This design comes from an exercise in tuning for small area, a short achievable clock period and few clock cycles per item on the open sky130 flow, not from production work. In this exercise RTL edits were held to simulation tests only and were not proved equivalent to the original.

==> build 27: inputs <==
// aes_top
module aes_top #(
  parameter int ADDR_W = 8
) (
  input  logic              clk,
  input  logic              reset,
  input  logic [ADDR_W-1:0] awaddr,
  input  logic              awvalid,
  output logic              awready,
  input  logic [31:0]       wdata,
  input  logic [3:0]        wstrb,
  input  logic              wvalid,
  output logic              wready,
  output logic [1:0]        bresp,
  output logic              bvalid,
  input  logic              bready,
  input  logic [ADDR_W-1:0] araddr,
  input  logic              arvalid,
  output logic              arready,
  output logic [31:0]       rdata,
  output logic [1:0]        rresp,
  output logic              rvalid,
  input  logic              rready
);
==> flow/config.mk <==
export PLATFORM = sky130hd
export DESIGN_NAME = aes_top
export DESIGN_NICKNAME = aes_top
export VERILOG_FILES = /design/flow/design.v
export SDC_FILE = /design/flow/constraint.sdc
export NUM_CORES = 4
export LEC_CHECK = 0
export CAP_MARGIN = 20
export CELL_PAD_IN_SITES_DETAIL_PLACEMENT = 1
export CELL_PAD_IN_SITES_GLOBAL_PLACEMENT = 2
export CORE_MARGIN = 2
export CORE_UTILIZATION = 40
export PLACE_DENSITY = 0.55
export SLEW_MARGIN = 20
==> flow/constraint.sdc <==
create_clock -name core_clock -period 10.0 [get_ports {clk}]
set_input_delay 2.0000 -clock core_clock [delete_from_list [all_inputs] [get_ports {clk}]]
set_output_delay 2.0000 -clock core_clock [all_outputs]
set_load 0.01 [all_outputs]
standard.sh (not shown) runs the stock make flow with config.mk's settings and CLKGATE_MAP_FILE= SYNTH_SCRIPT=/design/flow/synth_recipe.tcl, a recipe that flattens the netlist after the stock synthesis.
==> flow/flow/run.sh <==
#!/bin/bash
# Layout flow: the standard flow, except that synthesis maps the logic with
# the ABC script in flow/synth.abc (area-oriented mapping that keeps the xor
# structure of the s-boxes) instead of ORFS's speed script. Everything else
# (yosys synth -nofsm -noshare, flattening, renaming, floorplan to finish) is
# the standard flow.
set -euo pipefail
W=$PWD
F=$W/flow

# ORFS synthesis script with only the abc script replaced
sed -e 's|^\( *\)log_cmd abc {\*}\$abc_args|\1set abc_args [lreplace $abc_args 1 1 '"$F"'/synth.abc]\n\1log_cmd abc {*}$abc_args|' \
  "$FLOW_HOME/scripts/synth.tcl" > "$W/synth_custom.tcl"
grep -q "$F/synth.abc" "$W/synth_custom.tcl"
sed -e 's|source \$::env(SCRIPTS_DIR)/synth.tcl|source '"$W"'/synth_custom.tcl|' synth_recipe.tcl > "$W/synth_recipe_custom.tcl"
grep -q "synth_custom.tcl" "$W/synth_recipe_custom.tcl"

# same make call as standard.sh, with the custom synthesis script
sed -e 's|SYNTH_SCRIPT=[^ ]*|SYNTH_SCRIPT='"$W"'/synth_recipe_custom.tcl|' standard.sh > "$W/synth_custom.sh"
bash "$W/synth_custom.sh" synth > "$W/synth.log" 2>&1

# the rest of the standard flow, from floorplan on
bash standard.sh > "$W/layout.log" 2>&1
==> flow/flow/synth.abc <==
strash
&get -n
&dch -f
&nf -R 1000
&put
buffer -c
topo
stime -c
upsize -c
dnsize -c
stime -p
==> trial 4: changes against build 27 <==
--- a/flow/design.v
+++ b/flow/design.v
@@ -25,27 +25,31 @@
       4'd10:   rc = 8'h36;
       default: rc = 8'h00;
     endcase
     rcon = rc;
   endfunction
 endpackage
-module aes_sbox (
-  input  logic [7:0] a,
-  output logic [7:0] y
+module aes_sbox2 (
+  input  logic [7:0] a,        
+  output logic [3:0] m_next,   
+  input  logic [3:0] m,        
+  output logic [7:0] y         
 );
   logic U0, U1, U2, U3, U4, U5, U6, U7;
   logic T1, T2, T3, T4, T5, T6, T7, T8, T9, T10, T11, T12;
   logic T13, T14, T15, T16, T17, T18, T19, T20, T21, T22, T23, T24;
   logic T25, T26, T27, M1, M2, M3, M4, M5, M6, M7, M8, M9;
   logic M10, M11, M12, M13, M14, M15, M16, M17, M18, M19, M20, M21;
   logic M22, M23, M24, M25, M26, M27, M28, M29, M30, M31, M32, M33;
-  logic M34, M35, M36, M37, M38, M39, M40, M41, M42, M43, M44, M45;
-  logic M46, M47, M48, M49, M50, M51, M52, M53, M54, M55, M56, M57;
-  logic M58, M59, M60, M61, M62, M63, L0, L1, L2, L3, L4, L5;
-  logic L6, L7, L8, L9, L10, L11, L12, L13, L14, L15, L16, L17;
-  logic L18, L19, L20, L21, L22, L23, L24, L25, L26, L27, L28, L29;
+  logic M34, M35, M36, M41, M42, M43, M44, M45, M46, M47, M48, M49;
+  logic M50, M51, M52, M53, M54, M55, M56, M57, M58, M59, M60, M61;
+  logic M62, M63, L0, L1, L2, L3, L4, L5, L6, L7, L8, L9;
+  logic L10, L11, L12, L13, L14, L15, L16, L17, L18, L19, L20, L21;
+  logic L22, L23, L24, L25, L26, L27, L28, L29;
+  logic M37, M38, M39, M40;       
+  logic M37_d, M38_d, M39_d, M40_d;
   assign {U0, U1, U2, U3, U4, U5, U6, U7} = a;   
   assign T1 = U0 ^ U3;
   assign T2 = U0 ^ U5;
   assign T3 = U0 ^ U6;
   assign T4 = U3 ^ U5;
   assign T5 = U4 ^ U6;
@@ -104,16 +108,18 @@
   assign M31 = M20 & M23;
   assign M32 = M27 & M31;
   assign M33 = M27 ^ M25;
   assign M34 = M21 & M22;
   assign M35 = M24 & M34;
   assign M36 = M24 ^ M25;
-  assign M37 = M21 ^ M29;
-  assign M38 = M32 ^ M33;
-  assign M39 = M23 ^ M30;
-  assign M40 = M35 ^ M36;
+  assign M37_d = M21 ^ M29;
+  assign M38_d = M32 ^ M33;
+  assign M39_d = M23 ^ M30;
+  assign M40_d = M35 ^ M36;
+  assign m_next = {M37_d, M38_d, M39_d, M40_d};
+  assign {M37, M38, M39, M40} = m;
   assign M41 = M38 ^ M40;
   assign M42 = M37 ^ M39;
   assign M43 = M37 ^ M38;
   assign M44 = M39 ^ M40;
   assign M45 = M42 ^ M41;
   assign M46 = M44 & T6;
@@ -172,55 +178,64 @@
   assign y[2] = L25 ^ L29;
   assign y[1] = ~(L13 ^ L27);
   assign y[0] = ~(L6 ^ L23);
 endmodule
 module aes_round (
   input  logic [127:0] state_in,
+  output logic [63:0]  mid_next,    
+  input  logic [63:0]  mid,         
   input  logic [127:0] round_key,
   input  logic         final_round,   
   output logic [127:0] state_out
 );
   logic [127:0] shifted;   
   for (genvar c = 0; c < 4; c++)
   begin : g_col
     for (genvar r = 0; r < 4; r++)
     begin : g_row
-      aes_sbox i_sbox (
-        .a (state_in[127 - 8*(4*((c + r) % 4) + r) -: 8]),
-        .y (shifted[127 - 8*(4*c + r) -: 8])
+      aes_sbox2 i_sbox (
+        .a      (state_in[127 - 8*(4*((c + r) % 4) + r) -: 8]),
+        .m_next (mid_next[63 - 4*(4*c + r) -: 4]),
+        .m      (mid[63 - 4*(4*c + r) -: 4]),
+        .y      (shifted[127 - 8*(4*c + r) -: 8])
       );
     end
-    logic [7:0] s0, s1, s2, s3, sum;
-    assign s0  = shifted[127 - 8*(4*c)     -: 8];
-    assign s1  = shifted[127 - 8*(4*c + 1) -: 8];
-    assign s2  = shifted[127 - 8*(4*c + 2) -: 8];
-    assign s3  = shifted[127 - 8*(4*c + 3) -: 8];
-    assign sum = s0 ^ s1 ^ s2 ^ s3;
-    assign state_out[127 - 8*(4*c)     -: 8] = s0 ^ round_key[127 - 8*(4*c)     -: 8]
-             ^ ({8{!final_round}} & (sum ^ aes_pkg::xtime(s0 ^ s1)));
-    assign state_out[127 - 8*(4*c + 1) -: 8] = s1 ^ round_key[127 - 8*(4*c + 1) -: 8]
-             ^ ({8{!final_round}} & (sum ^ aes_pkg::xtime(s1 ^ s2)));
-    assign state_out[127 - 8*(4*c + 2) -: 8] = s2 ^ round_key[127 - 8*(4*c + 2) -: 8]
-             ^ ({8{!final_round}} & (sum ^ aes_pkg::xtime(s2 ^ s3)));
-    assign state_out[127 - 8*(4*c + 3) -: 8] = s3 ^ round_key[127 - 8*(4*c + 3) -: 8]
-             ^ ({8{!final_round}} & (sum ^ aes_pkg::xtime(s3 ^ s0)));
+    logic [7:0] s0, s1, s2, s3;
+    logic [7:0] p0, p1, p2, p3;
+    logic [31:0] mixed, plain;
+    assign s0 = shifted[127 - 8*(4*c)     -: 8];
+    assign s1 = shifted[127 - 8*(4*c + 1) -: 8];
+    assign s2 = shifted[127 - 8*(4*c + 2) -: 8];
+    assign s3 = shifted[127 - 8*(4*c + 3) -: 8];
+    assign p0 = s0 ^ s1;
+    assign p1 = s1 ^ s2;
+    assign p2 = s2 ^ s3;
+    assign p3 = s3 ^ s0;
+    assign mixed[31:24] = aes_pkg::xtime(p0) ^ p1 ^ s3;
+    assign mixed[23:16] = aes_pkg::xtime(p1) ^ p2 ^ s0;
+    assign mixed[15:8]  = aes_pkg::xtime(p2) ^ p3 ^ s1;
+    assign mixed[7:0]   = aes_pkg::xtime(p3) ^ p0 ^ s2;
+    assign plain        = {s0, s1, s2, s3};
+    assign state_out[127 - 32*c -: 32] = (final_round ? plain : mixed) ^ round_key[127 - 32*c -: 32];
   end
 endmodule
 module aes_key_sched (
   input  logic [127:0] key_in,      
+  output logic [15:0]  kmid_next,
+  input  logic [15:0]  kmid,
   input  logic [7:0]   rcon,
   output logic [127:0] round_key
 );
   logic [31:0] w0, w1, w2, w3;
   logic [31:0] temp;
   logic [31:0] p1, p2, p3;
   assign {w0, w1, w2, w3} = key_in;
-  aes_sbox i_sb0 (.a (w3[23:16]), .y (temp[31:24]));
-  aes_sbox i_sb1 (.a (w3[15:8]),  .y (temp[23:16]));
-  aes_sbox i_sb2 (.a (w3[7:0]),   .y (temp[15:8]));
-  aes_sbox i_sb3 (.a (w3[31:24]), .y (temp[7:0]));
+  aes_sbox2 i_sb0 (.a (w3[23:16]), .m_next (kmid_next[15:12]), .m (kmid[15:12]), .y (temp[31:24]));
+  aes_sbox2 i_sb1 (.a (w3[15:8]),  .m_next (kmid_next[11:8]),  .m (kmid[11:8]),  .y (temp[23:16]));
+  aes_sbox2 i_sb2 (.a (w3[7:0]),   .m_next (kmid_next[7:4]),   .m (kmid[7:4]),   .y (temp[15:8]));
+  aes_sbox2 i_sb3 (.a (w3[31:24]), .m_next (kmid_next[3:0]),   .m (kmid[3:0]),   .y (temp[7:0]));
   assign p1 = w0 ^ w1;
   assign p2 = p1 ^ w2;
   assign p3 = p2 ^ w3;
   assign round_key[127:96] = (w0 ^ {rcon, 24'h0}) ^ temp;
   assign round_key[95:64]  = (p1 ^ {rcon, 24'h0}) ^ temp;
   assign round_key[63:32]  = (p2 ^ {rcon, 24'h0}) ^ temp;
@@ -237,36 +252,50 @@
   output logic         done,         
   output logic         finish,       
   output logic [127:0] ciphertext
 );
   logic [127:0] state_q;     
   logic [127:0] key_q;       
+  logic [63:0]  mid_q;       
+  logic [63:0]  mid_d;
+  logic [15:0]  kmid_q;      
+  logic [15:0]  kmid_d;
   logic [127:0] round_key;   
   logic [127:0] round_out;
   logic [3:0]   round_q;     
+  logic         phase_q;
   logic         busy_q;
   logic         done_q;
   logic         last;
   assign last = round_q == 4'(aes_pkg::NUM_ROUNDS);
   aes_key_sched i_key_sched (
     .key_in    (key_q),
+    .kmid_next (kmid_d),
+    .kmid      (kmid_q),
     .rcon      (aes_pkg::rcon(round_q)),
     .round_key (round_key)
   );
   aes_round i_round (
     .state_in    (state_q),
+    .mid_next    (mid_d),
+    .mid         (mid_q),
     .round_key   (round_key),
     .final_round (last),
     .state_out   (round_out)
   );
   always_ff @(posedge clk)
   begin
+    mid_q  <= mid_d;
+    kmid_q <= kmid_d;
     if (busy_q)
     begin
-      state_q <= round_out;
-      key_q   <= round_key;
+      if (phase_q)
+      begin
+        state_q <= round_out;
+        key_q   <= round_key;
+      end
     end
     else
     begin
       key_q <= key;                   
       if (start)
         state_q <= plaintext ^ key;   
@@ -274,30 +303,36 @@
   end
   always_ff @(posedge clk or negedge reset)
   begin
     if (!reset)
     begin
       round_q <= '0;
+      phase_q <= 1'b0;
       busy_q  <= 1'b0;
       done_q  <= 1'b0;
     end
     else if (start)
     begin
       round_q <= 4'd1;
+      phase_q <= 1'b0;
       busy_q  <= 1'b1;
       done_q  <= 1'b0;   
     end
     else if (busy_q)
     begin
-      if (last)
+      phase_q <= !phase_q;
+      if (phase_q)
       begin
-        busy_q <= 1'b0;
-        done_q <= 1'b1;
+        if (last)
+        begin
+          busy_q <= 1'b0;
+          done_q <= 1'b1;
+        end
+        else
+          round_q <= round_q + 4'd1;
       end
-      else
-        round_q <= round_q + 4'd1;
     end
   end
   assign busy       = busy_q;
   assign done       = done_q;
   assign finish     = busy_q && last;
   assign ciphertext = state_q;
==> flow/flow/synth.abc (replaced) <==
strash
&get -n
&dch -f
&nf -R 1000
&put
--- a/flow/config.mk
+++ b/flow/config.mk
@@ -8,7 +8,8 @@
 export CAP_MARGIN = 20
 export CELL_PAD_IN_SITES_DETAIL_PLACEMENT = 1
 export CELL_PAD_IN_SITES_GLOBAL_PLACEMENT = 2
 export CORE_MARGIN = 2
 export CORE_UTILIZATION = 40
 export PLACE_DENSITY = 0.55
+export SETUP_SLACK_MARGIN = 5
 export SLEW_MARGIN = 20
==> trial 21: changes against build 27 <==
==> flow/run.sh (new file) <==
#!/bin/bash
# synth_recipe.tcl (not shown) runs the flow's synth.tcl, then flattens the netlist and writes it again
# the make line also repeats each setting of config.mk as NAME=value (left out here)
make -C /OpenROAD-flow-scripts/flow DESIGN_CONFIG=/design/flow/config.mk WORK_HOME=/design/flow/orfs CLKGATE_MAP_FILE= SYNTH_SCRIPT=/design/flow/synth_recipe.tcl finish
removed: flow/flow/run.sh
removed: flow/flow/synth.abc
removed: flow/standard.sh
==> qor summary <==
	trial 21	build 27	trial 4
Syn Std Cell Area	70350 µm²	50990 µm²	51250 µm²
DR WL met3	14240 µm	10760 µm	7842 µm
Number of global-route vias before repair	61753	41013	42153
Wire length of the first global-routing pass	429200 µm	289700 µm	286400 µm
Final cell count without fillers	10054	7526	7654
Fraction of area in multi-input gates	70.81%	63.27%	59.37%
Pin count of the biggest net entering global routing	99	97	164
Per-instance average area after synthesis	8.980 µm²	8.884 µm²	9.069 µm²
Setup repair after global routing missed its margin	no	no	yes
Minimum period implied by the final worst setup slack	8.440 ns	7.390 ns	4.921 ns
Clock tree sinks	557	557	638
Number of synthesized flops with an enable pin	161	161	289
Layout cell share with drive strength beyond 1	8.581%	9.047%	6.176%
Cell count along the critical path	22	22	17
Area share of the largest cell type after synthesis	14.98%	25.56%	28.52%
Slew @ Worst Pin	1.160 ns	1.234 ns	1.159 ns
Worst hold margin	0.5229 ns	0.5189 ns	0.5014 ns
Number of iterations in the first detailed-routing pass	6	5	5
Setup WS pre-CTS	1.724 ns	2.690 ns	4.297 ns
Status	finished clean	finished clean	finished clean
P&R area growth vs syn	7.672%	10.68%	14.25%
Filler cell count	20055	14792	14733
Effective utilization at floorplan	40.34%	40.14%	40.24%
Testbench counts of build 27, summed over its fixed seeds: cycles 3,904, blocks 128.
Testbench counts of trial 4, summed over its fixed seeds: cycles 5,056, blocks 128.
Testbench counts of trial 21, summed over its fixed seeds: cycles 3,904, blocks 128.

-- what the ideal ports hide --
In the flow no input, the clock included, has a driving cell. The finished layouts below were timed again as built, in two steps. Step 1 assumes that a clkbuf_16 drives the clock port and a buf_2 every other input. Step 2 moves the port delays by t, midway between the first and last clock arrival at a register: inputs arrive t later, outputs are due t later. That takes back most of the time a late clock gives input paths. Three values: ideal ports, drivers, drivers and shift; two values: the first two.
| run | shift t [ns] | slack for setup (ns) | hold WS [ns] | worst data-port slew with drivers (ns) | pins driven straight from the clock port |
|---|---|---|---|---|---|
| build 27 | 0.755 | 2.610 / 2.610 / 2.610 | 0.519 / 0.519 / 0.519 | 0.28 | 1 |
| trial 4 | 0.767 | 5.079 / 5.079 / 4.897 | 0.501 / 0.501 / 0.501 | 0.05 | 1 |
| trial 21 | 0.712 | 1.560 / 1.560 / 1.560 | 0.523 / 0.523 / 0.523 | 0.12 | 1 |
After both steps every run listed still meets setup and hold. For trial 4, which loses most, drivers alone change the setup slack by 0.000 ns; drivers and shift together by -0.182 ns.
